From an optimization exercise on the open Yosys and OpenROAD flow, aimed at small area, a short achievable clock period and few clock cycles; shortcuts taken in it are not production practice. RTL that was checked went through simulation tests only; none was proved equivalent to the original. For runs 6 and 7, only the layout was checked, not whether the RTL still works. Power figures rest on the tool's default switching activity, not on a simulated workload.

File: constraint.sdc
create_clock -name core_clock -period 6.0 [get_ports {clk}]
set_input_delay 1.2000 -clock core_clock [delete_from_list [all_inputs] [get_ports {clk}]]
set_output_delay 1.2000 -clock core_clock [all_outputs]
set_load 0.01 [all_outputs]
File: design.v
package eed_pkg;
  localparam int MAX_LEN = 64;
  localparam int LEN_W   = $clog2(MAX_LEN + 1);
  localparam int OUT_W   = 7;
  localparam int CHAR_W  = 8;
  localparam int FUNC_W  = 2;
  localparam logic [LEN_W-1:0] MAX_CNT = LEN_W'(MAX_LEN);
  localparam logic [FUNC_W-1:0] FN_REF    = 2'd0;
  localparam logic [FUNC_W-1:0] FN_TYPED  = 2'd1;
  localparam logic [FUNC_W-1:0] FN_FINISH = 2'd2;
endpackage
import eed_pkg::*;
module edit_distance_engine_unit (
  input  logic              clk,
  input  logic              rst,
  input  logic              in_valid,
  output logic              in_ready,
  input  logic [FUNC_W-1:0] in_func,
  input  logic [CHAR_W-1:0] in_char_code,
  output logic              out_valid,
  input  logic              out_ready,
  output logic [OUT_W-1:0]  out_distance,
  output logic [OUT_W-1:0]  out_ref_length,
  output logic [OUT_W-1:0]  out_typed_length,
  output logic              out_error
);
  localparam int N   = MAX_LEN;
  localparam int NS  = 4;             
  localparam int SW  = N / NS;        
  localparam int L   = NS + 1;        
  localparam int R_W = 2 * LEN_W + 1;
  localparam int Q_W = R_W + LEN_W;
  logic             rdy;
  logic             acc;
  logic [LEN_W-1:0] ref_count;
  logic [LEN_W-1:0] typed_count;
  logic             error_flag;
  logic             ref_ok, typ_ok, fin_in, err_in;
  assign in_ready = rdy;
  assign acc      = in_valid && rdy;
  assign ref_ok   = acc && (in_func == FN_REF) && (typed_count == '0) && (ref_count != MAX_CNT);
  assign typ_ok   = acc && (in_func == FN_TYPED) && (typed_count != MAX_CNT);
  assign fin_in   = acc && (in_func == FN_FINISH);
  assign err_in   = acc && ((in_func == FN_REF && !ref_ok) || (in_func == FN_TYPED && !typ_ok));
  always_ff @(posedge clk) begin
    if (rst) begin
      ref_count   <= '0;
      typed_count <= '0;
      error_flag  <= 1'b0;
    end else if (fin_in) begin
      ref_count   <= '0;
      typed_count <= '0;
      error_flag  <= 1'b0;
    end else begin
      if (ref_ok) ref_count <= ref_count + LEN_W'(1);
      if (typ_ok) typed_count <= typed_count + LEN_W'(1);
      if (err_in) error_flag <= 1'b1;
    end
  end
  logic [L:1]          ws, ts, fs, es, ks;
  logic [L:1][NS-1:0]  sh;
  logic [NS-1:0]       sh_in;
  logic [3:1][CHAR_W-1:0] cs;
  always_comb begin
    for (int q = 0; q < NS; q++) begin
      sh_in[q] = (ref_count >= LEN_W'((NS - 1 - q) * SW));
    end
  end
  always_ff @(posedge clk) begin
    if (rst) begin
      ws <= '0;
      ts <= '0;
      fs <= '0;
      es <= '0;
    end else begin
      ws <= {ws[L-1:1], ref_ok};
      ts <= {ts[L-1:1], typ_ok};
      fs <= {fs[L-1:1], fin_in};
      es <= {es[L-1:1], err_in};
    end
  end
  always_ff @(posedge clk) begin
    ks <= {ks[L-1:1], rst};
    sh <= {sh[L-1:1], sh_in};
    cs <= {cs[2:1], in_char_code};
  end
  logic [N-1:0][CHAR_W-1:0] ref_ch;
  always_ff @(posedge clk) begin
    if (ws[1]) begin
      ref_ch <= {cs[1], ref_ch[N-1:1]};
    end
  end
  logic [NS:0] cy_r, ph_r, mh_r;    
  assign cy_r[0] = 1'b0;
  assign ph_r[0] = 1'b1;
  assign mh_r[0] = 1'b0;
  for (genvar q = 0; q < NS; q++) begin : g_slice
    localparam int ES = (q < 2) ? q : 2;    
    logic [SW-1:0] eq, pv, mv;
    logic [SW-1:0] eq_c;
    logic [SW-1:0] xv, xh, ph, mh, phs, mhs, pv_n, mv_n;
    always_comb begin
      for (int i = 0; i < SW; i++) begin
        eq_c[i] = (ref_ch[q * SW + i] == cs[1 + ES]);
      end
    end
    if (q <= 2) begin : g_eq
      always_ff @(posedge clk) eq <= eq_c;
    end else begin : g_eqd
      localparam int DD = q - 1;
      logic [SW-1:0] eqd [DD];
      always_ff @(posedge clk) begin
        eqd[0] <= eq_c;
        for (int d = 1; d < DD; d++) eqd[d] <= eqd[d-1];
      end
      assign eq = eqd[DD-1];
    end
    localparam int LG = $clog2(SW);
    logic [(LG+1)*SW-1:0] gg, pp;
    logic [SW:0]         cy;
    always_comb begin
      gg[SW-1:0] = eq & pv;
      pp[SW-1:0] = pv;
      for (int l = 0; l < LG; l++) begin
        for (int i = 0; i < SW; i++) begin
          if (i >= (1 << l)) begin
            gg[(l+1)*SW + i] = gg[l*SW + i] | (pp[l*SW + i] & gg[l*SW + i - (1 << l)]);
            pp[(l+1)*SW + i] = pp[l*SW + i] & pp[l*SW + i - (1 << l)];
          end else begin
            gg[(l+1)*SW + i] = gg[l*SW + i];
            pp[(l+1)*SW + i] = pp[l*SW + i];
          end
        end
      end
      cy[0] = cy_r[q];
      for (int i = 0; i < SW; i++) begin
        cy[i+1] = gg[LG*SW + i] | (pp[LG*SW + i] & cy_r[q]);
      end
      xv   = eq | mv;
      xh   = cy[SW-1:0] | eq;
      ph   = mv | ~(xh | pv);
      mh   = pv & xh;
      phs  = {ph[SW-2:0], ph_r[q]};
      mhs  = {mh[SW-2:0], mh_r[q]};
      pv_n = mhs | ~(xv | phs);
      mv_n = phs & xv;
    end
    always_ff @(posedge clk) begin
      if (fs[2 + q] || ks[2 + q]) begin
        pv <= '0;
        mv <= '1;
      end else if (ts[2 + q]) begin
        pv <= pv_n;
        mv <= mv_n;
      end else if (ws[2 + q]) begin
        pv <= {sh[2 + q][q], pv[SW-1:1]};
        mv <= {!sh[2 + q][q], mv[SW-1:1]};
      end
    end
    always_ff @(posedge clk) begin
      cy_r[q + 1] <= cy[SW];
      ph_r[q + 1] <= ts[2 + q] && ph[SW-1];
      mh_r[q + 1] <= ts[2 + q] && mh[SW-1];
    end
  end
  logic [LEN_W-1:0] ref_len, typed_len;
  logic             err_len;
  always_ff @(posedge clk) begin
    if (fs[L] || ks[L]) begin
      ref_len   <= '0;
      typed_len <= '0;
      err_len   <= 1'b0;
    end else begin
      if (ws[L]) ref_len <= ref_len + LEN_W'(1);
      if (ts[L]) typed_len <= typed_len + LEN_W'(1);
      if (es[L]) err_len <= 1'b1;
    end
  end
  logic [LEN_W-1:0] score;
  logic [LEN_W-1:0] score_n;
  always_comb begin
    score_n = score;
    if (ph_r[NS] || ws[L]) score_n = score + LEN_W'(1);
    else if (mh_r[NS])     score_n = score - LEN_W'(1);
  end
  always_ff @(posedge clk) begin
    if (fs[L] || ks[L]) begin
      score <= '0;
    end else begin
      score <= score_n;
    end
  end
  logic             res_valid, hold_valid;
  logic [Q_W-1:0]   res_d, hold_d, new_d;
  logic             push, pop;
  logic             res_valid_n, hold_valid_n;
  assign push  = fs[L];
  assign new_d = {score_n, ref_len, typed_len, err_len};
  assign pop   = res_valid && out_ready;
  always_comb begin
    res_valid_n  = res_valid;
    hold_valid_n = hold_valid;
    if (pop || !res_valid) begin
      if (hold_valid) begin
        res_valid_n  = 1'b1;
        hold_valid_n = push;
      end else begin
        res_valid_n  = push;
      end
    end else if (push) begin
      hold_valid_n = 1'b1;
    end
  end
  always_ff @(posedge clk) begin
    if (rst) begin
      res_valid  <= 1'b0;
      hold_valid <= 1'b0;
    end else begin
      res_valid  <= res_valid_n;
      hold_valid <= hold_valid_n;
    end
  end
  logic res_keep, res_from_hold, res_from_new;
  assign res_from_hold = (pop || !res_valid) && hold_valid;
  assign res_from_new  = (pop || !res_valid) && !hold_valid && push;
  assign res_keep      = !res_from_hold && !res_from_new;
  always_ff @(posedge clk) begin
    res_d <= ({Q_W{res_keep}} & res_d) | ({Q_W{res_from_hold}} & hold_d)
           | ({Q_W{res_from_new}} & new_d);
  end
  always_ff @(posedge clk) begin
    if (push && (hold_valid || (res_valid && !pop))) begin
      hold_d <= new_d;
    end
  end
  logic [L+1:0] held_n;
  logic         held_none, held_one;
  assign held_n = {fs[L-1:1], res_valid_n, hold_valid_n};
  always_comb begin
    held_none = (held_n == '0);
    held_one  = held_none;
    for (int s = 0; s < L + 1; s++) begin
      if (held_n == (L+2)'(1) << s) held_one = 1'b1;
    end
  end
  always_ff @(posedge clk) begin
    if (rst) begin
      rdy <= 1'b1;
    end else begin
      rdy <= fin_in ? held_none : held_one;
    end
  end
  assign out_valid        = res_valid;
  assign out_distance     = res_d[Q_W-1 -: LEN_W];
  assign out_ref_length   = res_d[R_W-1 -: LEN_W];
  assign out_typed_length = res_d[LEN_W:1];
  assign out_error        = res_d[0];
endmodule
File: run.sh
#!/bin/bash
# synth_recipe.tcl (not shown) runs the flow's synth.tcl, then flattens the netlist and writes it again
# the make line also repeats each setting of config.mk as NAME=value (left out here)
make -C /OpenROAD-flow-scripts/flow DESIGN_CONFIG=/design/flow/config.mk WORK_HOME=/design/flow/orfs CLKGATE_MAP_FILE= SYNTH_SCRIPT=/design/flow/synth_recipe.tcl finish
File: config.mk
export PLATFORM = sky130hd
export DESIGN_NAME = edit_distance_engine_unit
export DESIGN_NICKNAME = edit_distance_engine_unit
export VERILOG_FILES = /design/flow/design.v
export SDC_FILE = /design/flow/constraint.sdc
export NUM_CORES = 4
export LEC_CHECK = 0
export ABC_CLOCK_PERIOD_IN_PS = 2000
export CAP_MARGIN = 20
export CORE_MARGIN = 2
export CORE_UTILIZATION = 80
export CTS_BUF_LIST = sky130_fd_sc_hd__clkbuf_16
export CTS_CLUSTER_DIAMETER = 120
export CTS_CLUSTER_SIZE = 30
export SETUP_SLACK_MARGIN = 3.8
export SLEW_MARGIN = 20
==> results.py, run 1 <==
metrics = {
    "cts": {
        "cts_tree": "done",
        "htreeDepth": 2,
        "holdBufCountCts": 0,
        "clock_insertion_delay_worst_skew_ns": 0.60,
        "cts_inserted_buffers": 35,
        "clk_pin_slew_worst_paths_ns": 0.11,
        "clock_sinks": 872,
        "max-clock-path-buffers": 3,
        "cts-root-buf": "sky130_fd_sc_hd__clkbuf_16",
    },
    "worst_setup_path": {
        "cp-start-kind": "flip-flop",
        "critical-path-top-delay-family": "flip-flops",
        "required_ns": 4.80,
        "timing.reg2reg.setup_slack_ns": 3.86,
        "crit_slowest_cell": "sky130_fd_sc_hd__dfxtp_2",
        "cp.arrival_ns": 1.07,
        "crit_buf_inv": 1,
        "timing.critical_path.to_type": "output pin",
        "critical_path_class": "reg2out",
        "crit_chain": "buf_6",
        "worst-path-max-fanout": 2,
        "timing.critical_path.slowest_cell_delay_ns": 0.37,
    },
    "pwr": {
        "post-layout-total-power_w": 0.009897,
        "p_leak_nw": 11.70,
        "cellPowerDensity_nw_per_um2": 255.3,
        "vdd_ir_drop_max_v": 0.0003936,
    },
    "final_layout": {
        "area_delta_synth_final_pct": 6.367,
        "share_of_final_layout_standard_cells_stronger_than_drive_strength_1": 0.08517,
        "num_antenna_cells": 0,
        "n_fill_cell": 2193,
        "final_area_um2": 38770,
        "final_net_count": 2990,
    },
    "routing": {
        "drt-pass1-iter-count": 6,
        "route.detailed.drc": 0,
        "drtAntennaViolNets": 0,
        "dr_total_vias": 24070,
        "route.detailed.wl_per_inst_um": 21.80,
        "drt_iter0_markers": 3158,
        "routed_wirelength_mm": 78.34,
        "avgViaCountPerCell": 6.697,
    },
    "placement": {
        "place_ws_ns": 2.696,
        "place.gp.congestion": 0.9014,
        "placement.io_buffers": 37,
        "dpl_cell_area_um2": 37180,
        "dp.final_hpwl_mm": 48.14,
    },
    "sta": {
        "fin_setup_tns_ns": 0,
        "timing.max_slew.rel_slack": 0.2265,
        "setup-violations-final": 0,
        "period_share": 0.3781,
        "final_critical_path_setup_slack_ns": 3.731,
        "worst_pin_slew_ns": 1.160,
        "report.final.hold_viol_count": 0,
        "fin_worst_skew_ns": 0.03243,
        "unrepaired_setup_endpoints_after_global_routing": "true",
        "post-route-min-period_ns": 2.269,
        "max_clock_freq_ghz": 0.4408,
        "slew_violations": 0,
    },
    "logic_synthesis": {
        "syn_avg_cell_area_um2": 12.17,
        "yosys.area.top_type_share": 0.4399,
        "ys.warnings.count": 2,
        "synth_edf_count": 534,
        "synth_top_cells_by_area": "sky130_fd_sc_hd__edfxtp_1 44%, sky130_fd_sc_hd__dfxtp_1 19%, sky130_fd_sc_hd__xnor2_1 13%",
        "synth.cell_area_um2": 36450,
        "async_reset_ff_frac": 0,
        "synth_largest_area_cell": "sky130_fd_sc_hd__edfxtp_1",
        "synthDistinctLibCells": 79,
        "synth_nets": 3016,
        "yosys-top-cells-count": "534 x sky130_fd_sc_hd__edfxtp_1, 521 x sky130_fd_sc_hd__xnor2_1, 338 x sky130_fd_sc_hd__dfxtp_1, 182 x sky130_fd_sc_hd__nor2_1, 153 x sky130_fd_sc_hd__o21ai_0",
        "yosys_most_used_dff": "sky130_fd_sc_hd__edfxtp_1",
        "yosysMostFrequentCell": "sky130_fd_sc_hd__edfxtp_1",
        "syn_inst": 2994,
        "ys_seq_elements": 872,
        "synth-seq-area-share": 0.6256,
    },
    "die": {
        "floorplan.rows": 78,
        "dieHeight_um": 217.5,
        "io_pins": 38,
        "start_util": 0.8067,
        "die_x_um": 217.5,
        "core_um2": 45190,
        "die-area_um2": 47290,
    },
    "min_path": {
        "timing.hold.worst.class": "reg2reg",
    },
    "global_route": {
        "grt_start_max_net_pins": 129,
        "global_route_wire_length_before_repair_mm": 121.9,
        "grt_pass1_vias": 22710,
        "grtUsageTotal": 0.3243,
        "grt.overflow.total": 0,
        "antenna_found_initial": 0,
    },
    "run": {
        "max_cap_violations": 0,
    },
    "status": {
        "status": "no timing/DRC/antenna violations",
    },
}
==> logic make-up (layout without fill, tap and decap cells) <==
family	count (synthesis)	count (layout)	synth area share
compound gates	615	616	0.1074
xor+xnor	537	537	0.1290
fa+ha+maj	23	23	0.006865
buf+inv	245	243	0.02557
flops	872	872	0.6256
mux	57	57	0.01637
simple gates	645	646	0.08922
==> where the power goes <==
part | leakage [nW] | switching (W) | internal [W]
Combinational | 3.89 | 0.000208 | 0.000233
Sequential | 7.22 | 0.000168 | 0.00640
Clock | 0.594 | 0.00176 | 0.00113
Total | 11.7 | 0.00214 | 0.00776
==> sequential cells by signal, indices dropped and copies added (netlist names), 22 cells and up <==
| name | flops |
|---|---|
| g_slice.mv | 64 |
| hold_d | 22 |
| res_d | 22 |
| g_slice.g_eqd.eqd | 32 |
| g_slice.pv | 64 |
| g_slice.eq | 48 |
| ref_ch | 512 |
| cs | 24 |
==> cell type report <==
class	count	area, um^2	area share
clock buffer	36	900.9	0.02324
multi-input combinational	1879	12860	0.3318
timing repair buffer	96	902.1	0.02327
timing repair inverter	1	5.005	0.0001291
inverter	83	324.1	0.008358
clock inverter	27	145.1	0.003744
tap	600	750.7	0.01936
sequential	872	22880	0.5901
==> cell usage in the layout, fill, tap and decap left out, types with 44 or more instances in the layout <==
| master | n |
|---|---|
| sky130_fd_sc_hd__edfxtp_1 | 534 |
| sky130_fd_sc_hd__xnor2_1 | 521 |
| sky130_fd_sc_hd__dfxtp_1 | 288 |
| sky130_fd_sc_hd__nor2_1 | 181 |
| sky130_fd_sc_hd__o21ai_0 | 152 |
| sky130_fd_sc_hd__a21oi_1 | 148 |
| sky130_fd_sc_hd__nand4_1 | 143 |
| sky130_fd_sc_hd__inv_1 | 103 |
| sky130_fd_sc_hd__nand2_1 | 95 |
| sky130_fd_sc_hd__o22ai_1 | 76 |
| sky130_fd_sc_hd__nor3_1 | 74 |
| sky130_fd_sc_hd__buf_4 | 52 |
| sky130_fd_sc_hd__dfxtp_2 | 44 |
==> per-layer routing <==
layer | global-route usage | up-vias | wire [um]
li1 | - | 10830 | -
met1 | 0.4680 | 11790 | 31760
met2 | 0.5330 | 1308 | 38370
met3 | 0.03598 | 148 | 6481
met4 | 0.08699 | 0 | 1726
met5 | 0 | - | 0
==> final timing paths <==
| kind | from | end | depth (start not counted) |
|---|---|---|---|
| setup / recovery | res_d[14] | out_ref_length[6] | 1 |
| hold / removal | sh[5] | sh[9] | 0 |
| setup reg to reg | hold_valid | res_d[15] | 4 |
| hold reg to reg | sh[5] | sh[9] | 0 |
==> what timing repair did <==
item,CTS,global route
buffers inserted,25,15
resized for setup,159,33
setup endpoints to repair,158,111
pin swaps,7,9
cloned,1,2
==> per-stage QoR <==
step | hold slack, ns | util | cells
6_report | 0.3299 | 0.8580 | 3594
5_1_grt | 0.3396 | 0.8580 | 3594
4_1_cts | 0.3288 | 0.8522 | 3576
3_5_place_dp | 0.3132 | 0.8228 | 3487
3_3_place_gp | 0.3124 | 0.8228 | 3487
2_1_floorplan | 0.3096 | - | 2994
Testbench counts, summed over its fixed seeds: cycles 28,719.
==> run 2: changes to the inputs <==
--- a/config.mk
+++ b/config.mk
@@ -6,8 +6,8 @@
 export NUM_CORES = 4
 export LEC_CHECK = 0
-export ABC_CLOCK_PERIOD_IN_PS = 2000
+export ABC_AREA = 1
 export CAP_MARGIN = 20
 export CORE_MARGIN = 2
-export CORE_UTILIZATION = 80
+export CORE_UTILIZATION = 65
 export CTS_BUF_LIST = sky130_fd_sc_hd__clkbuf_16
 export CTS_CLUSTER_DIAMETER = 120
==> results.py, run 2 <==
metrics = {
    "logic_synthesis": {
        "yosys_most_used_dff": "sky130_fd_sc_hd__edfxtp_1",
        "synth.cell_area_um2": 37680,
        "yosys-top-cells-count": "632 x sky130_fd_sc_hd__nand2_1, 534 x sky130_fd_sc_hd__edfxtp_1, 488 x sky130_fd_sc_hd__xnor2_1, 338 x sky130_fd_sc_hd__dfxtp_1, 322 x sky130_fd_sc_hd__inv_1",
        "synth_nets": 3677,
        "synth_adder_area_share": 0.002657,
        "synthDistinctLibCells": 52,
        "compound_cell_area_share_of_the_yosys_netlist": 0.07017,
        "yosys.area.top_type_share": 0.4256,
        "synthXorXnorAreaFrac": 0.1176,
        "yosysMostFrequentCell": "sky130_fd_sc_hd__nand2_1",
        "synth_top_cells_by_area": "sky130_fd_sc_hd__edfxtp_1 43%, sky130_fd_sc_hd__dfxtp_1 18%, sky130_fd_sc_hd__xnor2_1 11%",
        "async_reset_ff_frac": 0,
        "synthSimpleGateAreaFrac": 0.1544,
        "synth_largest_area_cell": "sky130_fd_sc_hd__edfxtp_1",
        "syn_inst": 3655,
        "largest_family_of_logic_cells_by_synthesized_area": "simple AND/OR/NAND/NOR gates",
        "synth_edf_count": 534,
        "ys.warnings.count": 2,
        "yosys-mux-area-fraction": 0,
        "ys_seq_elements": 872,
        "syn_avg_cell_area_um2": 10.31,
        "synth-seq-area-share": 0.6052,
    },
    "global_route": {
        "global_route_wire_length_before_repair_mm": 124.3,
        "grt_start_max_net_pins": 220,
        "antenna_found_initial": 2,
        "grtUsageTotal": 0.2563,
        "grt_pass1_vias": 23940,
        "grt.overflow.total": 0,
    },
    "final_layout": {
        "registers.top_by_ff_count": "ref_ch",
        "layout_common_cells": "631 x sky130_fd_sc_hd__nand2_1, 534 x sky130_fd_sc_hd__edfxtp_1, 488 x sky130_fd_sc_hd__xnor2_1, 342 x sky130_fd_sc_hd__inv_1, 302 x sky130_fd_sc_hd__dfxtp_1",
        "largest_register_ff_count": 512,
        "final_cell_count_no_fill": 4428,
        "mostFrequentLayoutCell": "sky130_fd_sc_hd__nand2_1",
        "area_delta_synth_final_pct": 6.243,
        "final_net_count": 3658,
        "share_of_final_layout_standard_cells_stronger_than_drive_strength_1": 0.05733,
        "finalCoreUtilization": 0.6964,
        "largestRegisters": "ref_ch: 512 flops, g_slice.mv: 64 flops, g_slice.pv: 64 flops",
        "num_antenna_cells": 0,
    },
    "cts": {
        "cts_tree": "done",
        "clk_pin_slew_worst_paths_ns": 0.11,
        "htreeDepth": 2,
        "cts-root-buf": "sky130_fd_sc_hd__clkbuf_16",
        "clock_insertion_delay_worst_skew_ns": 0.59,
        "cts_inserted_buffers": 35,
        "clock_sinks": 872,
        "max-clock-path-buffers": 3,
        "holdBufCountCts": 0,
    },
    "sta": {
        "slew_violations": 0,
        "post-route-min-period_ns": 2.256,
        "timing.max_slew.rel_slack": 0.1868,
        "unrepaired_setup_endpoints_after_global_routing": "true",
        "timing.hold.ws_ns": 0.3372,
        "fin_worst_skew_ns": 0.02156,
        "setup-violations-final": 0,
        "period_share": 0.3760,
        "report.final.hold_viol_count": 0,
        "worst_pin_slew_ns": 1.220,
        "fin_setup_tns_ns": 0,
        "max_clock_freq_ghz": 0.4433,
    },
    "routing": {
        "route.detailed.wl_per_inst_um": 17.54,
        "routed_wirelength_mm": 77.65,
        "drt-pass1-iter-count": 5,
        "drtAntennaViolNets": 0,
        "avgViaCountPerCell": 5.719,
        "dr_total_vias": 25320,
        "route.detailed.drc": 0,
        "drt_iter0_markers": 2274,
    },
    "worst_setup_path": {
        "worst-path-max-fanout": 2,
        "crit_buf_inv": 1,
        "crit_chain": "buf_6",
        "timing.critical_path.slowest_cell_delay_ns": 0.36,
        "required_ns": 4.80,
        "cp-start-kind": "flip-flop",
        "timing.critical_path.to_type": "output pin",
        "critical_path_class": "reg2out",
        "critical-path-top-delay-family": "flip-flops",
        "cp.arrival_ns": 1.06,
        "crit_slowest_cell": "sky130_fd_sc_hd__dfxtp_4",
    },
    "status": {
        "status": "no timing/DRC/antenna violations",
    },
    "pwr": {
        "cellPowerDensity_nw_per_um2": 247.6,
        "p_leak_nw": 13.84,
        "post-layout-total-power_w": 0.009912,
        "vdd_ir_drop_max_v": 0.0001939,
    },
    "die": {
        "die-area_um2": 59910,
        "start_util": 0.6555,
        "floorplan.rows": 88,
        "dieHeight_um": 244.8,
        "io_pins": 38,
        "die_x_um": 244.8,
        "core_um2": 57480,
    },
    "placement": {
        "place.gp.congestion": 0.9001,
        "dp.final_hpwl_mm": 50.90,
        "dp.cells": 4347,
        "placement.io_buffers": 37,
    },
    "run": {
        "max_cap_violations": 0,
    },
    "min_path": {
        "timing.hold.worst.class": "reg2reg",
    },
}
-- run 2: worst paths after layout --
check,startpoint,end,depth (start not counted),slack [ns]
min,g_slice[3].g_eqd.eqd[0][8],g_slice[3].g_eqd.eqd[1][8],0,0.34
min reg2reg,g_slice[3].g_eqd.eqd[0][8],g_slice[3].g_eqd.eqd[1][8],0,0.34
max reg2reg,ws[2],g_slice[0].mv[0],5,3.89
max,rdy,in_ready,1,3.74
-- run 2: metal layers --
layer  share of wire  wire [um]  vias to the layer above  track usage
li1                -          -                    12270            -
met1            0.48      37100                    12320       0.3903
met2            0.46      35490                      649       0.4026
met3           0.051       3988                       83      0.02712
met4           0.014       1075                        0      0.05147
met5               0          0                        -            0
-- run 2: cell families after synthesis --
| group | count (synthesis) |
|---|---|
| xor+xnor | 506 |
| fa+ha+maj | 8 |
| compound gates | 489 |
| simple gates | 1312 |
| flops | 872 |
| buf+inv | 468 |
-- run 2: per-stage QoR --
step           instance area (um^2)  worst slack (ns)
2_1_floorplan                 37730             1.795
3_3_place_gp                  38670             2.513
3_5_place_dp                  38670             2.517
4_1_cts                       39910             3.601
5_1_grt                       40030             3.682
6_report                      40030             3.744
-- run 2: timing repair --
| item | 4_1_cts | 5_1_grt |
|---|---|---|
| pin swaps | 2 | 7 |
| gates cloned | 1 | 1 |
| setup endpoints to repair | 116 | 151 |
| gates resized for setup | 155 | 23 |
| setup buffers | 10 | 4 |
-- run 2: layout make-up --
cell class | count | area [um^2]
multi-input combinational | 2317 | 13130
tap | 765 | 957.2
inverter | 328 | 1244
fill | 4304 | 17450
sequential | 872 | 22850
clock buffer | 36 | 900.9
timing repair buffer | 82 | 789.5
clock inverter | 28 | 153.9
-- run 2: where the power goes --
part           switching, W  internal, W  total (W)
combinational      0.000293     0.000232   0.000525
clock               0.00177      0.00113    0.00290
sequential        0.0000832      0.00641    0.00649
total               0.00214      0.00777    0.00991
==> run 3: changes to the inputs <==
--- a/config.mk
+++ b/config.mk
@@ -6,5 +6,5 @@
 export NUM_CORES = 4
 export LEC_CHECK = 0
-export ABC_AREA = 1
+export ABC_CLOCK_PERIOD_IN_PS = 1800
 export CAP_MARGIN = 20
 export CORE_MARGIN = 2
@@ -13,4 +13,4 @@
 export CTS_CLUSTER_DIAMETER = 120
 export CTS_CLUSTER_SIZE = 30
-export SETUP_SLACK_MARGIN = 3.8
+export SETUP_SLACK_MARGIN = 4.0
 export SLEW_MARGIN = 20
==> results.py, run 3 <==
metrics = {
    "worst_setup_path": {
        "timing.critical_path.slowest_cell_delay_ns": 0.35,
        "cp-start-kind": "flip-flop",
        "crit_buf_inv": 1,
        "crit_chain": "buf_6",
        "worst-path-max-fanout": 2,
        "cp.arrival_ns": 1.04,
        "required_ns": 4.80,
        "critical_path_class": "reg2out",
        "timing.critical_path.to_type": "output pin",
        "critical-path-top-delay-family": "flip-flops",
        "crit_slowest_cell": "sky130_fd_sc_hd__dfxtp_2",
    },
    "final_layout": {
        "area_delta_synth_final_pct": 9.079,
        "mostFrequentLayoutCell": "sky130_fd_sc_hd__edfxtp_1",
        "largestRegisters": "ref_ch: 512 flops, g_slice.mv: 64 flops, g_slice.pv: 64 flops",
        "n_fill_cell": 3847,
        "share_of_final_layout_standard_cells_stronger_than_drive_strength_1": 0.1206,
        "layout_common_cells": "534 x sky130_fd_sc_hd__edfxtp_1, 520 x sky130_fd_sc_hd__xnor2_1, 263 x sky130_fd_sc_hd__dfxtp_1, 177 x sky130_fd_sc_hd__nor2_1",
        "final_area_um2": 39760,
        "registers.top_by_ff_count": "ref_ch",
        "largest_register_ff_count": 512,
        "final_net_count": 3031,
    },
    "logic_synthesis": {
        "synthDistinctLibCells": 79,
        "synth-seq-area-share": 0.6256,
        "yosys-top-cells-count": "534 x sky130_fd_sc_hd__edfxtp_1, 521 x sky130_fd_sc_hd__xnor2_1, 338 x sky130_fd_sc_hd__dfxtp_1, 182 x sky130_fd_sc_hd__nor2_1, 153 x sky130_fd_sc_hd__o21ai_0",
        "async_reset_ff_frac": 0,
        "synth_nets": 3016,
        "ys.warnings.count": 2,
        "yosys.area.top_type_share": 0.4399,
        "syn_avg_cell_area_um2": 12.17,
        "synth.cell_area_um2": 36450,
        "synth_top_cells_by_area": "sky130_fd_sc_hd__edfxtp_1 44%, sky130_fd_sc_hd__dfxtp_1 19%, sky130_fd_sc_hd__xnor2_1 13%",
        "synth_largest_area_cell": "sky130_fd_sc_hd__edfxtp_1",
        "yosysMostFrequentCell": "sky130_fd_sc_hd__edfxtp_1",
        "ys_seq_elements": 872,
        "syn_inst": 2994,
        "yosys_most_used_dff": "sky130_fd_sc_hd__edfxtp_1",
        "synth_edf_count": 534,
    },
    "routing": {
        "routedLengthMet1_mm": 35.14,
        "avgViaCountPerCell": 6.142,
        "route.detailed.wl_per_inst_um": 19.83,
        "drtAntennaViolNets": 0,
        "route.detailed.drc": 0,
        "uppermost_layer_routed": "met4",
        "wl_met3_mm": 3.950,
        "met2_wirelength_mm": 34.70,
        "dr_total_vias": 23250,
        "drt-pass1-iter-count": 7,
        "drt_iter0_markers": 2079,
        "routed_wirelength_mm": 75.07,
    },
    "die": {
        "io_pins": 38,
        "start_util": 0.6590,
        "die-area_um2": 57990,
        "core_um2": 55310,
        "floorplan.rows": 86,
        "dieHeight_um": 240.8,
        "die_x_um": 240.8,
    },
    "cts": {
        "cts-root-buf": "sky130_fd_sc_hd__clkbuf_16",
        "cts_inserted_buffers": 35,
        "clock_insertion_delay_worst_skew_ns": 0.60,
        "clk_pin_slew_worst_paths_ns": 0.11,
        "max-clock-path-buffers": 3,
        "cts_tree": "done",
        "htreeDepth": 2,
        "clock_sinks": 872,
    },
    "placement": {
        "placement.io_buffers": 37,
        "place.gp.congestion": 0.8448,
        "dp.final_hpwl_mm": 45.66,
        "dpl_cell_area_um2": 37510,
    },
    "pwr": {
        "p_leak_nw": 12.03,
        "vdd_ir_drop_max_v": 0.0002501,
        "post-layout-total-power_w": 0.009910,
        "cellPowerDensity_nw_per_um2": 249.3,
    },
    "sta": {
        "fin_setup_tns_ns": 0,
        "fin_worst_skew_ns": 0.03869,
        "post-route-min-period_ns": 2.244,
        "unrepaired_setup_endpoints_after_global_routing": "true",
        "report.final.hold_viol_count": 0,
        "setup-violations-final": 0,
        "period_share": 0.3740,
        "slew_violations": 0,
        "worst_pin_slew_ns": 1.134,
        "timing.max_slew.rel_slack": 0.2442,
        "max_clock_freq_ghz": 0.4456,
    },
    "status": {
        "status": "no timing/DRC/antenna violations",
    },
    "global_route": {
        "grt_start_max_net_pins": 172,
        "grt.overflow.total": 0,
        "antenna_found_initial": 0,
        "grt_pass1_vias": 22020,
        "global_route_wire_length_before_repair_mm": 118.1,
        "grtUsageTotal": 0.2547,
    },
    "run": {
        "max_cap_violations": 0,
    },
    "min_path": {
        "timing.hold.worst.class": "reg2reg",
    },
}
## run 3: changes by cell type after synthesis, sizes merged, moves of 42 or more
cell    previous run  this run
nor3              33        76
inv              324        80
nand3            165        23
buf               72        30
nand2            637        99
a21oi            224       150
o22ai              6        77
nor2             264       182
clkbuf            68       132
## run 3: worst paths after layout
check                              startpoint                           to  slack, ns  cells after the start
setup / recovery                    res_d[11]            out_ref_length[3]       3.76                      1
hold / removal    g_slice[3].g_eqd.eqd[0][14]  g_slice[3].g_eqd.eqd[1][14]       0.34                      0
setup reg to reg             g_slice[1].pv[1]            g_slice[1].pv[15]       3.99                      7
hold reg to reg   g_slice[3].g_eqd.eqd[0][14]  g_slice[3].g_eqd.eqd[1][14]       0.34                      0
## run 3: report_power, final
part	total [W]	switching, W	internal [W]
Combinational	0.000454	0.000213	0.000241
Sequential	0.00653	0.000141	0.00639
Clock	0.00292	0.00179	0.00113
## run 3: what timing repair did
item / 4_1_cts / 5_1_grt
gates resized for setup: 204 / 84
setup buffers: 44 / 28
gates cloned: 4 / 2
setup endpoints to repair: 389 / 237
hold buffers: 0 / 0
pin swaps: 22 / 34
## run 3: kinds of logic after synthesis
logic type	after synthesis	share of synthesized area
DFF	872	0.6256
and+or+nand+nor	645	0.08922
AOI/OAI and AO/OA	615	0.1074
xor gates and xnor gates	537	0.1290
buffers and inverters	245	0.02557
muxes	57	0.01637
adders and majority gates	23	0.006865
## run 3: per-stage QoR
stage / utilization / cells / hold WS [ns] / setup WS, ns
after global routing: 0.7188 / 3784 / 0.3414 / 3.707
after floorplan: - / 2994 / 0.3096 / 1.797
after global placement: 0.6782 / 3641 / 0.3130 / 2.754
after detailed placement: 0.6782 / 3641 / 0.3128 / 2.690
final: 0.7189 / 3785 / 0.3370 / 3.756
after CTS: 0.7089 / 3753 / 0.3382 / 3.722
## run 3: area by class of cell
cell class / instances / area (um^2) / share of cell area
flip-flops and latches: 872 / 22930 / 0.5767
multi-input cells: 1879 / 13150 / 0.3308
repair buffers: 137 / 1351 / 0.03399
well taps: 748 / 935.9 / 0.02354
clock buffers: 36 / 900.9 / 0.02266
inverters: 83 / 327.8 / 0.008245
clock inverters: 28 / 148.9 / 0.003745
repair inverters: 1 / 7.507 / 0.0001888
diodes: 1 / 2.502 / 0.00006294
## run 3: layer usage
metal	track usage	vias to the layer above
li1	-	10940
met1	0.3848	11530
met2	0.4043	686
met3	0.02585	95
met4	0.05462	0
met5	0	-
==> run 4: changes to the inputs <==
--- a/config.mk
+++ b/config.mk
@@ -6,5 +6,5 @@
 export NUM_CORES = 4
 export LEC_CHECK = 0
-export ABC_CLOCK_PERIOD_IN_PS = 1800
+export ABC_CLOCK_PERIOD_IN_PS = 2200
 export CAP_MARGIN = 20
 export CORE_MARGIN = 2
@@ -13,4 +13,4 @@
 export CTS_CLUSTER_DIAMETER = 120
 export CTS_CLUSTER_SIZE = 30
-export SETUP_SLACK_MARGIN = 4.0
+export SETUP_SLACK_MARGIN = 3.6
 export SLEW_MARGIN = 20
==> results.py, run 4 <==
metrics = {
    "status": {
        "status": "no timing/DRC/antenna violations",
    },
    "worst_setup_path": {
        "crit_buf_inv": 1,
        "cp.arrival_ns": 2.66,
        "crit_slowest_cell": "sky130_fd_sc_hd__a21boi_4",
        "required_ns": 6.23,
        "timing.critical_path.slowest_cell_delay_ns": 0.64,
        "crit_chain": "clkdlybuf4s50_1, nand2b_2, a21boi_4",
        "timing.critical_path.to_type": "flip-flop",
        "worst-path-max-fanout": 23,
        "critical-path-top-delay-family": "compound AO/OA/AOI/OAI gates",
        "critical_path_class": "in2reg",
        "cp-start-kind": "input port",
    },
    "routing": {
        "drt-pass1-iter-count": 5,
        "route.detailed.drc": 0,
        "drt_iter0_markers": 1976,
        "avgViaCountPerCell": 6.153,
        "routed_wirelength_mm": 72.59,
        "route.detailed.wl_per_inst_um": 19.48,
        "dr_total_vias": 22930,
        "drtAntennaViolNets": 0,
    },
    "sta": {
        "timing.hold.ws_ns": 0.3327,
        "worst_pin_slew_ns": 1.116,
        "post-route-min-period_ns": 2.433,
        "slew_violations": 0,
        "timing.max_slew.rel_slack": 0.2558,
        "fin_worst_skew_ns": 0.04315,
        "period_share": 0.4055,
        "unrepaired_setup_endpoints_after_global_routing": "true",
        "max_clock_freq_ghz": 0.4110,
        "report.final.hold_viol_count": 0,
        "setup-violations-final": 0,
        "fin_setup_tns_ns": 0,
    },
    "global_route": {
        "grtUsageTotal": 0.2494,
        "grt_use_met1": 0.3768,
        "global_route_wire_length_before_repair_mm": 116.4,
        "gr_layer_usage_met3": 0.02345,
        "grt_start_max_net_pins": 203,
        "grt_pass1_vias": 21820,
        "antenna_found_initial": 2,
        "grt.busiest_layer": "met2",
        "grt.overflow.total": 0,
        "globalRouteMet2Util": 0.3991,
    },
    "pwr": {
        "cellPowerDensity_nw_per_um2": 255.3,
        "vdd_ir_drop_max_v": 0.0002461,
        "p_leak_nw": 11.56,
    },
    "final_layout": {
        "layout_common_cells": "534 x sky130_fd_sc_hd__edfxtp_1, 521 x sky130_fd_sc_hd__xnor2_1, 299 x sky130_fd_sc_hd__dfxtp_1, 181 x sky130_fd_sc_hd__nor2_1, 153 x sky130_fd_sc_hd__o21ai_0",
        "largestRegisters": "ref_ch: 512 flops, g_slice.mv: 64 flops, g_slice.pv: 64 flops",
        "final_net_count": 2974,
        "registers.top_by_ff_count": "ref_ch",
        "share_of_final_layout_standard_cells_stronger_than_drive_strength_1": 0.07049,
        "mostFrequentLayoutCell": "sky130_fd_sc_hd__edfxtp_1",
        "n_fill_cell": 3980,
        "area_delta_synth_final_pct": 5.932,
        "largest_register_ff_count": 512,
        "num_antenna_cells": 0,
    },
    "logic_synthesis": {
        "yosys-top-cells-count": "534 x sky130_fd_sc_hd__edfxtp_1, 521 x sky130_fd_sc_hd__xnor2_1, 338 x sky130_fd_sc_hd__dfxtp_1, 182 x sky130_fd_sc_hd__nor2_1, 153 x sky130_fd_sc_hd__o21ai_0",
        "yosys.area.top_type_share": 0.4399,
        "ys_seq_elements": 872,
        "synthDistinctLibCells": 79,
        "yosysMostFrequentCell": "sky130_fd_sc_hd__edfxtp_1",
        "synth_top_cells_by_area": "sky130_fd_sc_hd__edfxtp_1 44%, sky130_fd_sc_hd__dfxtp_1 19%, sky130_fd_sc_hd__xnor2_1 13%",
        "synth.cell_area_um2": 36450,
        "synth_edf_count": 534,
        "ys.warnings.count": 2,
        "synth_nets": 3016,
        "syn_inst": 2994,
        "synth_largest_area_cell": "sky130_fd_sc_hd__edfxtp_1",
        "async_reset_ff_frac": 0,
        "yosys_most_used_dff": "sky130_fd_sc_hd__edfxtp_1",
        "syn_avg_cell_area_um2": 12.17,
        "synth-seq-area-share": 0.6256,
    },
    "cts": {
        "max-clock-path-buffers": 3,
        "holdBufCountCts": 0,
        "clk_pin_slew_worst_paths_ns": 0.11,
        "htreeDepth": 2,
        "cts-root-buf": "sky130_fd_sc_hd__clkbuf_16",
        "clock_insertion_delay_worst_skew_ns": 0.60,
        "cts_inserted_buffers": 35,
        "clock_sinks": 872,
        "cts_tree": "done",
    },
    "placement": {
        "place.gp.congestion": 0.8204,
        "placement.io_buffers": 37,
        "dp.final_hpwl_mm": 46.59,
    },
    "die": {
        "core_um2": 55310,
        "start_util": 0.6590,
        "die-area_um2": 57990,
        "dieHeight_um": 240.8,
        "io_pins": 38,
        "floorplan.rows": 86,
        "die_x_um": 240.8,
    },
    "run": {
        "max_cap_violations": 0,
    },
    "min_path": {
        "timing.hold.worst.class": "reg2reg",
    },
}
## run 4: logic make-up after synthesis
family | share of synthesized area
flops | 0.6256
simple gates | 0.08922
compound gates | 0.1074
xor+xnor | 0.1290
buf+inv | 0.02557
mux | 0.01637
fa+ha+maj | 0.006865
## run 4: cell type report
cell class | instances | area (um^2) | share of cell area
tap | 748 | 935.9 | 0.02424
clock inverter | 28 | 148.9 | 0.003856
clock buffer | 36 | 900.9 | 0.02333
multi-input combinational | 1877 | 12760 | 0.3305
timing repair buffer | 83 | 695.7 | 0.01802
sequential | 872 | 22850 | 0.5919
inverter | 83 | 317.8 | 0.008231
## run 4: through the flow
step           instance area, um^2  power (W)    util  instances  setup WS [ns]
3_3_place_gp                 37410   0.007064  0.6765       3644          2.765
6_report                     38610   0.009859  0.6981       3727          3.567
4_1_cts                      38560   0.009929  0.6972       3713          3.554
2_1_floorplan                36490   0.006948       -       2994          1.797
5_1_grt                      38610    0.01019  0.6981       3727          3.486
3_5_place_dp                 37410   0.007082  0.6765       3644          2.681
## run 4: final timing paths
check	startpoint	cells past startpoint	to	slack, ns
setup reg to reg	ws[1]	1	ref_ch[170]	3.75
hold reg to reg	ks[1]	0	ks[2]	0.33
setup / recovery	out_ready	3	hold_d[20]	3.57
hold / removal	ks[1]	0	ks[2]	0.33
## run 4: repair_timing
action | in CTS | in global routing
setup endpoints to repair | 84 | 89
resized for setup | 96 | 17
gates cloned | 0 | 0
buffers inserted | 5 | 14
pin swaps | 6 | 4
## run 4: routing by layer
layer	vias to the layer above	share of wire
met4	0	0.013
met1	11430	0.48
li1	10800	-
met3	69	0.047
met5	-	0
met2	635	0.47
## run 4: report_power, final
| group | switching, W | total (W) | internal [W] | leakage [nW] |
|---|---|---|---|---|
| Clock | 0.00177 | 0.00291 | 0.00113 | 0.600 |
| Sequential | 0.000127 | 0.00652 | 0.00640 | 7.21 |
| Combinational | 0.000216 | 0.000430 | 0.000214 | 3.75 |
==> run 5: changes to the inputs <==
--- a/config.mk
+++ b/config.mk
@@ -6,5 +6,5 @@
 export NUM_CORES = 4
 export LEC_CHECK = 0
-export ABC_CLOCK_PERIOD_IN_PS = 2200
+export ABC_CLOCK_PERIOD_IN_PS = 2000
 export CAP_MARGIN = 20
 export CORE_MARGIN = 2
@@ -13,4 +13,4 @@
 export CTS_CLUSTER_DIAMETER = 120
 export CTS_CLUSTER_SIZE = 30
-export SETUP_SLACK_MARGIN = 3.6
+export SETUP_SLACK_MARGIN = 3.8
 export SLEW_MARGIN = 20
==> results.py, run 5 <==
metrics = {
    "sta": {
        "timing.max_slew.rel_slack": 0.2565,
        "period_share": 0.3776,
        "report.final.hold_viol_count": 0,
        "max_clock_freq_ghz": 0.4414,
        "post-route-min-period_ns": 2.266,
        "fin_worst_skew_ns": 0.04494,
        "slew_violations": 0,
        "worst_pin_slew_ns": 1.111,
        "setup-violations-final": 0,
        "fin_setup_tns_ns": 0,
        "unrepaired_setup_endpoints_after_global_routing": "true",
    },
    "pwr": {
        "power_switching_w": 0.002117,
        "comb_power_share": 0.046,
        "sw_frac_of_total": 0.2144,
        "power_report.internal_total_w": 0.007759,
        "cellPowerDensity_nw_per_um2": 253.5,
        "vdd_ir_drop_max_v": 0.0002734,
        "p_leak_nw": 11.71,
        "power.clock.fraction": 0.294,
        "power.share.sequential": 0.661,
    },
    "min_path": {
        "hp-start": "ks[1]",
        "timing.hold.worst.class": "reg2reg",
        "worst_hold_path.endpoint": "ks[2]",
        "worst_hold_path.num_cells": 0,
    },
    "logic_synthesis": {
        "synth_largest_area_cell": "sky130_fd_sc_hd__edfxtp_1",
        "ys.warnings.count": 2,
        "syn_inst": 2994,
        "synth.cell_area_um2": 36450,
        "async_reset_ff_frac": 0,
        "yosys.area.top_type_share": 0.4399,
        "yosys_most_used_dff": "sky130_fd_sc_hd__edfxtp_1",
        "syn_avg_cell_area_um2": 12.17,
        "yosys-top-cells-count": "534 x sky130_fd_sc_hd__edfxtp_1, 521 x sky130_fd_sc_hd__xnor2_1, 338 x sky130_fd_sc_hd__dfxtp_1, 182 x sky130_fd_sc_hd__nor2_1, 153 x sky130_fd_sc_hd__o21ai_0",
        "synth-seq-area-share": 0.6256,
        "synth_top_cells_by_area": "sky130_fd_sc_hd__edfxtp_1 44%, sky130_fd_sc_hd__dfxtp_1 19%, sky130_fd_sc_hd__xnor2_1 13%",
        "ys_seq_elements": 872,
        "yosysMostFrequentCell": "sky130_fd_sc_hd__edfxtp_1",
        "synthDistinctLibCells": 79,
        "synth_edf_count": 534,
        "synth_nets": 3016,
    },
    "routing": {
        "dr_total_vias": 22870,
        "drt-pass1-iter-count": 5,
        "drtAntennaViolNets": 0,
        "route.detailed.wl_per_inst_um": 19.38,
        "avgViaCountPerCell": 6.111,
        "route.detailed.drc": 0,
        "drt_iter0_markers": 1941,
        "routed_wirelength_mm": 72.54,
    },
    "die": {
        "core_um2": 55310,
        "die-area_um2": 57990,
        "floorplan.rows": 86,
        "dieHeight_um": 240.8,
        "die_x_um": 240.8,
        "io_pins": 38,
        "start_util": 0.6590,
    },
    "final_layout": {
        "final_net_count": 2990,
        "final_area_um2": 38960,
        "mostFrequentLayoutCell": "sky130_fd_sc_hd__edfxtp_1",
        "largest_register_ff_count": 512,
        "registers.top_by_ff_count": "ref_ch",
        "num_antenna_cells": 0,
        "layout_common_cells": "534 x sky130_fd_sc_hd__edfxtp_1, 521 x sky130_fd_sc_hd__xnor2_1, 291 x sky130_fd_sc_hd__dfxtp_1, 181 x sky130_fd_sc_hd__nor2_1, 151 x sky130_fd_sc_hd__o21ai_0",
        "share_of_final_layout_standard_cells_stronger_than_drive_strength_1": 0.08381,
        "largestRegisters": "ref_ch: 512 flops, g_slice.mv: 64 flops, g_slice.pv: 64 flops",
        "area_delta_synth_final_pct": 6.876,
        "finalCoreUtilization": 0.7043,
    },
    "status": {
        "status": "no timing/DRC/antenna violations",
    },
    "worst_setup_path": {
        "worst-path-max-fanout": 3,
        "cp-start-kind": "flip-flop",
        "rr_worst_depth": 6,
        "crit_chain": "buf_6",
        "timing.critical_path.to_type": "output pin",
        "crit_buf_inv": 1,
        "worstReg2RegEnd": "g_slice[1].pv[15]",
        "critical_path_class": "reg2out",
        "worst_r2r_startpoint": "g_slice[1].eq[0]",
        "cp.arrival_ns": 1.07,
        "timing.critical_path.slowest_cell_delay_ns": 0.38,
        "startpoint": "res_valid",
        "required_ns": 4.80,
        "crit_slowest_cell": "sky130_fd_sc_hd__dfxtp_4",
        "timing.reg2reg.setup_slack_ns": 3.90,
        "critical-path-top-delay-family": "flip-flops",
    },
    "cts": {
        "clock_sinks": 872,
        "max-clock-path-buffers": 3,
        "cts_inserted_buffers": 35,
        "htreeDepth": 2,
        "holdBufCountCts": 0,
        "cts_tree": "done",
        "cts-root-buf": "sky130_fd_sc_hd__clkbuf_16",
        "clk_pin_slew_worst_paths_ns": 0.11,
        "clock_insertion_delay_worst_skew_ns": 0.60,
    },
    "global_route": {
        "global_route_wire_length_before_repair_mm": 115.5,
        "grt_pass1_vias": 21820,
        "grt.overflow.total": 0,
        "grt_start_max_net_pins": 205,
        "antenna_found_initial": 1,
        "grtUsageTotal": 0.2480,
    },
    "placement": {
        "dpl_cell_area_um2": 37410,
        "dp.final_hpwl_mm": 45.70,
        "placement.io_buffers": 37,
        "place.gp.congestion": 0.8631,
    },
    "run": {
        "max_cap_violations": 0,
    },
}
## run 5: cell counts after synthesis
No cell type changed its count.
## run 5: power groups by stage
stage,Sequential (W),Combinational [W],Clock [W]
CTS,0.00653,0.000446,0.00299
floorplan,0.00661,0.000338,0
detailed placement,0.00666,0.000419,0
global placement,0.00666,0.000406,0
finish,0.00652,0.000450,0.00290
global route,0.00654,0.000492,0.00318
## run 5: final cells by class
| cell class | instances | area (um^2) |
|---|---|---|
| tap | 748 | 935.9 |
| clock buffer | 36 | 900.9 |
| inverter | 83 | 322.8 |
| timing repair inverter | 1 | 5.005 |
| clock inverter | 28 | 148.9 |
| multi-input combinational | 1878 | 12870 |
| sequential | 872 | 22870 |
| timing repair buffer | 97 | 907.1 |
| fill | 3988 | 16350 |
## run 5: how the worst max path moves through the flow
stage                   end  cells after the start  slack [ns]
3_3_place_gp   ref_count[6]                      7        2.75
3_5_place_dp   ref_count[6]                      7        2.72
6_report          out_valid                      1        3.73
4_1_cts           out_valid                      1        3.54
5_1_grt           out_valid                      1        3.70
2_1_floorplan     ref_ch[0]                      0        1.80
## run 5: through the flow
stage | power (W) | cells | hold slack (ns) | setup WS, ns
2_1_floorplan | 0.006948 | 2994 | 0.3096 | 1.797
3_3_place_gp | 0.007063 | 3642 | 0.3122 | 2.752
3_5_place_dp | 0.007079 | 3642 | 0.3121 | 2.722
4_1_cts | 0.009967 | 3734 | 0.3363 | 3.537
5_1_grt | 0.01021 | 3743 | 0.3407 | 3.698
6_report | 0.009876 | 3743 | 0.3299 | 3.734
## run 5: cells by family after synthesis
family          synth area share
compound gates            0.1074
xor+xnor                  0.1290
fa+ha+maj               0.006865
buf+inv                  0.02557
flops                     0.6256
mux                      0.01637
simple gates             0.08922
## run 5: per-layer routing
layer  part of all wire  track usage
met2               0.46       0.3976
met5                  0            0
met4              0.012      0.04508
met1               0.48       0.3735
met3              0.048      0.02688
## run 5: repair_timing
action,in CTS,in global routing
pin swaps,7,12
setup buffers,27,8
endpoints found under the setup margin,381,447
gates cloned,1,1
resized for setup,156,38
==> run 6: changes to the inputs <==
--- a/design.v
+++ b/design.v
@@ -26,6 +26,5 @@
 );
   localparam int N   = MAX_LEN;
-  localparam int NS  = 4;             
-  localparam int SW  = N / NS;        
+  localparam int NS  = 3;             
   localparam int L   = NS + 1;        
   localparam int R_W = 2 * LEN_W + 1;
@@ -64,5 +63,5 @@
   always_comb begin
     for (int q = 0; q < NS; q++) begin
-      sh_in[q] = (ref_count >= LEN_W'((NS - 1 - q) * SW));
+      sh_in[q] = (ref_count >= LEN_W'(N - (q + 1) * N / NS));
     end
   end
@@ -96,4 +95,6 @@
   assign mh_r[0] = 1'b0;
   for (genvar q = 0; q < NS; q++) begin : g_slice
+    localparam int LO = q * N / NS;          
+    localparam int SW = (q + 1) * N / NS - LO;   
     localparam int ES = (q < 2) ? q : 2;    
     logic [SW-1:0] eq, pv, mv;
@@ -102,5 +103,5 @@
     always_comb begin
       for (int i = 0; i < SW; i++) begin
-        eq_c[i] = (ref_ch[q * SW + i] == cs[1 + ES]);
+        eq_c[i] = (ref_ch[LO + i] == cs[1 + ES]);
       end
     end
--- a/config.mk
+++ b/config.mk
@@ -9,5 +9,5 @@
 export CAP_MARGIN = 20
 export CORE_MARGIN = 2
-export CORE_UTILIZATION = 65
+export CORE_UTILIZATION = 40
 export CTS_BUF_LIST = sky130_fd_sc_hd__clkbuf_16
 export CTS_CLUSTER_DIAMETER = 120
==> results.py, run 6 <==
metrics = {
    "pwr": {
        "p_leak_nw": 11.86,
        "sw_frac_of_total": 0.2214,
        "cellPowerDensity_nw_per_um2": 244.5,
        "comb_power_share": 0.058,
        "power_report.internal_total_w": 0.007587,
        "power.clock.fraction": 0.294,
        "post-layout-total-power_w": 0.009744,
        "power.share.sequential": 0.648,
        "power_switching_w": 0.002157,
        "vdd_ir_drop_max_v": 0.0001840,
    },
    "cts": {
        "cts_inserted_buffers": 34,
        "max-clock-path-buffers": 3,
        "htreeDepth": 2,
        "clock_insertion_delay_worst_skew_ns": 0.59,
        "clk_pin_slew_worst_paths_ns": 0.12,
        "cts_tree": "done",
        "clock_sinks": 844,
        "cts-root-buf": "sky130_fd_sc_hd__clkbuf_16",
        "holdBufCountCts": 0,
    },
    "logic_synthesis": {
        "yosys.area.top_type_share": 0.4391,
        "synth_top_cells_by_area": "sky130_fd_sc_hd__edfxtp_1 44%, sky130_fd_sc_hd__dfxtp_1 17%, sky130_fd_sc_hd__xnor2_1 13%",
        "syn_inst": 3066,
        "yosys-mux-area-fraction": 0.01597,
        "synth_nets": 3089,
        "synth.cell_area_um2": 36520,
        "yosys-top-cells-count": "534 x sky130_fd_sc_hd__edfxtp_1, 526 x sky130_fd_sc_hd__xnor2_1, 310 x sky130_fd_sc_hd__dfxtp_1, 208 x sky130_fd_sc_hd__nor2_1, 179 x sky130_fd_sc_hd__a21oi_1",
        "largest_family_of_logic_cells_by_synthesized_area": "XOR/XNOR gates",
        "ys.warnings.count": 1,
        "yosys_most_used_dff": "sky130_fd_sc_hd__edfxtp_1",
        "synthXorXnorAreaFrac": 0.1290,
        "synthDistinctLibCells": 91,
        "synth_edf_count": 534,
        "syn_avg_cell_area_um2": 11.91,
        "ys_seq_elements": 844,
        "synth_adder_area_share": 0.005277,
        "compound_cell_area_share_of_the_yosys_netlist": 0.1232,
        "yosysMostFrequentCell": "sky130_fd_sc_hd__edfxtp_1",
        "synth-seq-area-share": 0.6091,
        "synth_largest_area_cell": "sky130_fd_sc_hd__edfxtp_1",
        "async_reset_ff_frac": 0,
        "synthSimpleGateAreaFrac": 0.08861,
    },
    "die": {
        "dieHeight_um": 306.1,
        "core_um2": 90290,
        "die_x_um": 306.1,
        "io_pins": 38,
        "floorplan.rows": 110,
        "start_util": 0.4044,
        "die-area_um2": 93720,
    },
    "final_layout": {
        "share_of_final_layout_standard_cells_stronger_than_drive_strength_1": 0.1047,
        "registers.top_by_ff_count": "ref_ch",
        "largest_register_ff_count": 512,
        "final_cell_count_no_fill": 4243,
        "mostFrequentLayoutCell": "sky130_fd_sc_hd__edfxtp_1",
        "final_area_um2": 39860,
        "num_antenna_cells": 0,
        "layout_common_cells": "534 x sky130_fd_sc_hd__edfxtp_1, 523 x sky130_fd_sc_hd__xnor2_1, 245 x sky130_fd_sc_hd__dfxtp_1, 203 x sky130_fd_sc_hd__nor2_1, 178 x sky130_fd_sc_hd__a21oi_1",
        "final_net_count": 3065,
        "area_delta_synth_final_pct": 9.152,
    },
    "sta": {
        "timing.hold.ws_ns": 0.3376,
        "worst_pin_slew_ns": 1.104,
        "max_clock_freq_ghz": 0.4313,
        "setup-violations-final": 0,
        "post-route-min-period_ns": 2.319,
        "period_share": 0.3864,
        "fin_worst_skew_ns": 0.01826,
        "slew_violations": 0,
        "fin_setup_tns_ns": 0,
        "report.final.hold_viol_count": 0,
        "timing.max_slew.rel_slack": 0.2643,
        "unrepaired_setup_endpoints_after_global_routing": "true",
    },
    "routing": {
        "route.detailed.wl_per_inst_um": 18.46,
        "route.detailed.drc": 0,
        "routed_wirelength_mm": 78.32,
        "drtAntennaViolNets": 0,
        "dr_total_vias": 22960,
        "drt-pass1-iter-count": 5,
        "drt_iter0_markers": 2090,
        "avgViaCountPerCell": 5.412,
    },
    "global_route": {
        "antenna_found_initial": 4,
        "global_route_wire_length_before_repair_mm": 124.8,
        "grt.overflow.total": 0,
        "grt_pass1_vias": 22040,
        "grtUsageTotal": 0.1635,
        "grt_start_max_net_pins": 174,
    },
    "placement": {
        "dpl_cell_area_um2": 38040,
        "dp.final_hpwl_mm": 49.02,
        "place.gp.congestion": 0.8320,
        "dp.cells": 4132,
        "placement.io_buffers": 37,
    },
    "status": {
        "status": "no timing/DRC/antenna violations",
    },
    "run": {
        "max_cap_violations": 0,
    },
    "worst_setup_path": {
        "timing.critical_path.slowest_cell_delay_ns": 0.41,
        "timing.critical_path.to_type": "output pin",
        "crit_chain": "buf_6",
        "critical-path-top-delay-family": "flip-flops",
        "worst-path-max-fanout": 2,
        "required_ns": 4.80,
        "cp-start-kind": "flip-flop",
        "crit_slowest_cell": "sky130_fd_sc_hd__dfxtp_4",
        "critical_path_class": "reg2out",
        "cp.arrival_ns": 1.12,
        "crit_buf_inv": 1,
    },
    "min_path": {
        "timing.hold.worst.class": "reg2reg",
    },
}
run 6: cell count changes after synthesis, sizes merged, moves of 7 or more:
| cell | before | now |
|---|---|---|
| o21ai | 156 | 168 |
| o31ai | 8 | 23 |
| a21oi | 150 | 180 |
| nor2 | 182 | 208 |
| buf | 30 | 61 |
| maj3 | 15 | 8 |
| a211oi | 25 | 32 |
| dfxtp | 338 | 310 |
| nor3 | 76 | 55 |
| o22ai | 77 | 68 |
run 6: kinds of logic (layout without fill, tap and decap cells):
group           Yosys count  after routing
buf+inv                 271            270
simple gates            645            646
compound gates          695            696
flops                   844            844
fa+ha+maj                17             17
mux                      56             56
xor+xnor                538            538
run 6: final cells by class:
cell class,count,area (um^2)
clock inverters,26,122.6
multi-input cells,1953,13570
well taps,1176,1471
fillers,8312,50430
inverters,84,320.3
repair buffers,125,1117
flip-flops and latches,844,22380
clock buffers,35,875.8
run 6: repair_timing:
action | 4_1_cts | 5_1_grt
hold endpoints to repair | 0 | 0
cloned | 2 | 1
resized for setup | 198 | 82
buffers inserted | 34 | 13
pin swaps | 6 | 17
endpoints found under the setup margin | 105 | 107
run 6: final timing paths:
path / slack (ns) / cells past startpoint / endpoint / start
max: 3.68 / 1 / out_distance[6] / res_d[21]
min: 0.34 / 0 / sh[4] / sh[1]
max reg2reg: 3.87 / 7 / mh_r[2] / g_slice[1].eq[0]
min reg2reg: 0.34 / 0 / sh[4] / sh[1]
run 6: per-stage QoR:
| stage | worst slack [ns] | util |
|---|---|---|
| after floorplan | 1.797 | - |
| after global placement | 2.917 | 0.4213 |
| after detailed placement | 2.898 | 0.4213 |
| final | 3.681 | 0.4415 |
| after global routing | 3.637 | 0.4415 |
| after CTS | 3.642 | 0.4375 |
run 6: worst reg2reg max path, stage by stage, from the launching register on:
cell	delay (ns)
sky130_fd_sc_hd__dfxtp_1	0.35
sky130_fd_sc_hd__o211ai_1	0.43
sky130_fd_sc_hd__and3_4	0.34
sky130_fd_sc_hd__nor3_4	0.07
sky130_fd_sc_hd__buf_4	0.14
sky130_fd_sc_hd__or2_4	0.26
sky130_fd_sc_hd__a31o_4	0.25
sky130_fd_sc_hd__o211a_1	0.20
run 6: power by group through the flow:
| stage | sequential (W) | clock [W] | combinational [W] |
|---|---|---|---|
| floorplan | 0.00644 | 0 | 0.000365 |
| global placement | 0.00645 | 0 | 0.000526 |
| detailed placement | 0.00645 | 0 | 0.000531 |
| CTS | 0.00632 | 0.00299 | 0.000571 |
| global route | 0.00633 | 0.00316 | 0.000623 |
| finish | 0.00632 | 0.00286 | 0.000565 |
run 6: layer usage:
layer	vias to the layer above	GRT usage	share of wire
li1	11130	-	-
met1	11350	0.2473	0.50
met2	421	0.2517	0.45
met3	63	0.02177	0.043
met4	0	0.03135	0.014
met5	-	0	0
==> run 7: changes to the inputs <==
--- a/design.v
+++ b/design.v
@@ -26,5 +26,6 @@
 );
   localparam int N   = MAX_LEN;
-  localparam int NS  = 3;             
+  localparam int NS  = 4;             
+  localparam int SW  = N / NS;        
   localparam int L   = NS + 1;        
   localparam int R_W = 2 * LEN_W + 1;
@@ -63,5 +64,5 @@
   always_comb begin
     for (int q = 0; q < NS; q++) begin
-      sh_in[q] = (ref_count >= LEN_W'(N - (q + 1) * N / NS));
+      sh_in[q] = (ref_count >= LEN_W'((NS - 1 - q) * SW));
     end
   end
@@ -95,6 +96,4 @@
   assign mh_r[0] = 1'b0;
   for (genvar q = 0; q < NS; q++) begin : g_slice
-    localparam int LO = q * N / NS;          
-    localparam int SW = (q + 1) * N / NS - LO;   
     localparam int ES = (q < 2) ? q : 2;    
     logic [SW-1:0] eq, pv, mv;
@@ -103,5 +102,5 @@
     always_comb begin
       for (int i = 0; i < SW; i++) begin
-        eq_c[i] = (ref_ch[LO + i] == cs[1 + ES]);
+        eq_c[i] = (ref_ch[q * SW + i] == cs[1 + ES]);
       end
     end
@@ -125,7 +124,7 @@
       for (int l = 0; l < LG; l++) begin
         for (int i = 0; i < SW; i++) begin
-          if (i >= (1 << l)) begin
-            gg[(l+1)*SW + i] = gg[l*SW + i] | (pp[l*SW + i] & gg[l*SW + i - (1 << l)]);
-            pp[(l+1)*SW + i] = pp[l*SW + i] & pp[l*SW + i - (1 << l)];
+          if (((i >> l) & 1) == 1) begin
+            gg[(l+1)*SW + i] = gg[l*SW + i] | (pp[l*SW + i] & gg[l*SW + ((i >> l) << l) - 1]);
+            pp[(l+1)*SW + i] = pp[l*SW + i] & pp[l*SW + ((i >> l) << l) - 1];
           end else begin
             gg[(l+1)*SW + i] = gg[l*SW + i];
--- a/config.mk
+++ b/config.mk
@@ -9,5 +9,5 @@
 export CAP_MARGIN = 20
 export CORE_MARGIN = 2
-export CORE_UTILIZATION = 40
+export CORE_UTILIZATION = 65
 export CTS_BUF_LIST = sky130_fd_sc_hd__clkbuf_16
 export CTS_CLUSTER_DIAMETER = 120
==> results.py, run 7 <==
metrics = {
    "sta": {
        "fin_setup_tns_ns": 0,
        "fin_worst_skew_ns": 0.03833,
        "slew_violations": 0,
        "max_clock_freq_ghz": 0.4443,
        "unrepaired_setup_endpoints_after_global_routing": "true",
        "report.final.hold_viol_count": 0,
        "worst_pin_slew_ns": 1.144,
        "period_share": 0.3752,
        "timing.hold.ws_ns": 0.3379,
        "post-route-min-period_ns": 2.251,
    },
    "placement": {
        "placement.io_buffers": 37,
        "place.gp.congestion": 0.8234,
        "dp.final_hpwl_mm": 43.72,
    },
    "worst_setup_path": {
        "cp.arrival_ns": 2.77,
        "cp-start-kind": "input port",
        "required_ns": 6.52,
        "crit_slowest_cell": "sky130_fd_sc_hd__or3_4",
        "timing.critical_path.to_type": "flip-flop",
        "worst-path-max-fanout": 4,
        "timing.reg2reg.setup_slack_ns": 3.88,
    },
    "global_route": {
        "grt_start_max_net_pins": 208,
        "grtUsageTotal": 0.2442,
        "grt.busiest_layer": "met2",
        "antenna_found_initial": 4,
        "grt_pass1_vias": 21190,
        "grt_use_met1": 0.3676,
        "grt.overflow.total": 0,
        "gr_layer_usage_met3": 0.02893,
        "global_route_wire_length_before_repair_mm": 112.7,
        "globalRouteMet2Util": 0.3823,
    },
    "routing": {
        "route.detailed.drc": 0,
        "dr_total_vias": 22310,
        "drt_iter0_markers": 1715,
        "drtAntennaViolNets": 0,
        "route.detailed.wl_per_inst_um": 19.21,
        "routed_wirelength_mm": 70.62,
        "avgViaCountPerCell": 6.070,
    },
    "die": {
        "die-area_um2": 57370,
        "die_x_um": 239.5,
        "floorplan.rows": 86,
        "core_um2": 54990,
        "io_pins": 38,
    },
    "final_layout": {
        "final_net_count": 2925,
        "mostFrequentLayoutCell": "sky130_fd_sc_hd__edfxtp_1",
        "largest_register_ff_count": 512,
        "n_fill_cell": 3875,
        "largestRegisters": "ref_ch: 512 flops, g_slice.mv: 64 flops, g_slice.pv: 64 flops",
    },
    "status": {
        "status": "no timing/DRC/antenna violations",
    },
    "logic_synthesis": {
        "synth_edf_count": 534,
        "yosys_most_used_dff": "sky130_fd_sc_hd__edfxtp_1",
        "syn_inst": 2894,
        "synthDistinctLibCells": 80,
        "synth_largest_area_cell": "sky130_fd_sc_hd__edfxtp_1",
        "ys.warnings.count": 2,
        "syn_avg_cell_area_um2": 12.46,
        "synth.cell_area_um2": 36060,
        "synth_nets": 2916,
        "yosysMostFrequentCell": "sky130_fd_sc_hd__edfxtp_1",
        "synth_top_cells_by_area": "sky130_fd_sc_hd__edfxtp_1 44%, sky130_fd_sc_hd__dfxtp_1 19%, sky130_fd_sc_hd__xnor2_1 13%",
    },
    "cts": {
        "cts-root-buf": "sky130_fd_sc_hd__clkbuf_16",
        "max-clock-path-buffers": 3,
        "htreeDepth": 2,
        "clk_pin_slew_worst_paths_ns": 0.11,
        "clock_sinks": 872,
        "clock_insertion_delay_worst_skew_ns": 0.60,
        "cts_inserted_buffers": 35,
        "cts_tree": "done",
        "holdBufCountCts": 0,
    },
    "pwr": {
        "p_leak_nw": 11.76,
        "vdd_ir_drop_max_v": 0.0002343,
    },
    "run": {
        "max_cap_violations": 0,
    },
}
[run 7: cell families (layout without fill, tap and decap cells)]
family | Yosys count | after routing | share of synthesized area
xor gates and xnor gates | 535 | 535 | 0.1299
adders and majority gates | 28 | 28 | 0.008328
buffers and inverters | 213 | 246 | 0.02262
DFF | 872 | 872 | 0.6324
AOI/OAI and AO/OA | 546 | 547 | 0.09723
muxes | 73 | 73 | 0.02099
and+or+nand+nor | 627 | 627 | 0.08852
[run 7: final timing paths]
kind	start	endpoint	depth (start not counted)
worst max-delay path	in_func[1]	ref_count[6]	7
worst min-delay path	g_slice[3].g_eqd.eqd[0][4]	g_slice[3].g_eqd.eqd[1][4]	0
worst max register to register	g_slice[2].pv[5]	g_slice[2].pv[11]	7
worst min register to register	g_slice[3].g_eqd.eqd[0][4]	g_slice[3].g_eqd.eqd[1][4]	0
[run 7: area by class of cell]
| cell class | instances | area (um^2) | area share |
|---|---|---|---|
| clock inverter | 27 | 132.6 | 0.003421 |
| tap | 748 | 935.9 | 0.02414 |
| inverter | 69 | 269.0 | 0.006939 |
| multi-input combinational | 1810 | 12610 | 0.3253 |
| sequential | 872 | 22870 | 0.5898 |
| clock buffer | 35 | 875.8 | 0.02259 |
| timing repair inverter | 2 | 10.01 | 0.0002582 |
| timing repair buffer | 113 | 1067 | 0.02753 |
[run 7: what timing repair did]
item / in CTS / in global routing
pin swaps: 9 / 13
resized for setup: 170 / 32
setup buffers: 30 / 20
setup endpoints to repair: 315 / 298
endpoints found under the hold margin: 0 / 0
cloned: 1 / 3
[run 7: per-layer routing]
metal	up-vias	routed length, um
met5	-	39
met4	6	1222
met3	93	3530
met2	591	32720
met1	11090	33110
li1	10530	-
[run 7: worst max-delay path: cells and delay by family]
family,cells,cell delay (ns)
and+or+nand+nor,4,1.09
AOI/OAI and AO/OA,2,0.38
buffers and inverters,1,0.09
[run 7: power by group]
group	total (W)	leakage, nW	internal [W]	switching, W
sequential	0.00654	7.20	0.00640	0.000140
clock	0.00287	0.580	0.00110	0.00177
combinational	0.000456	3.98	0.000243	0.000213
[run 7: per-stage QoR]
step	util	power, W	cells	worst slack [ns]	area, um^2
floorplan	-	0.006949	2894	1.797	36120
global placement	0.6744	0.007070	3558	2.733	37080
detailed placement	0.6744	0.007088	3558	2.681	37080
CTS	0.6991	0.009934	3651	3.620	38440
global route	0.7050	0.01018	3676	3.708	38770
finish	0.7050	0.009857	3676	3.749	38770

## afterwards: timing with drivers on the ports
The results above use ideal ports. As a check the final layouts listed here were re-extracted and re-timed, cells and wires unchanged.
Step 1 sets driving cells, clkbuf_16 on the clock port and buf_2 on the other inputs (assumed; they add their load-dependent delay and slew).
Step 2 moves the port delays by t, midway between the first and last clock arrival at a register: inputs arrive t later, outputs are due t later. That takes back most of the time a late clock gives input paths.
a / b / c = ideal ports / drivers / drivers and shift; a / b = the first two.
run	t (ns)	setup slack, ns	worst setup path at the end
run 1	0.654	3.731 / 3.670 / 3.233	input to register
run 2	0.649	3.744 / 3.680 / 3.224	input to register
run 3	0.649	3.756 / 3.695 / 3.328	input to register
run 4	0.633	3.567 / 3.578 / 2.966	input to register
run 5	0.643	3.734 / 3.674 / 3.213	input to register
run 6	0.646	3.681 / 3.622 / 3.256	input to register
run 7	0.632	3.749 / 3.694 / 3.140	input to register
After both steps every run listed still meets setup and hold. For run 7, which loses most, drivers alone change the setup slack by -0.055 ns; drivers and shift together by -0.609 ns.
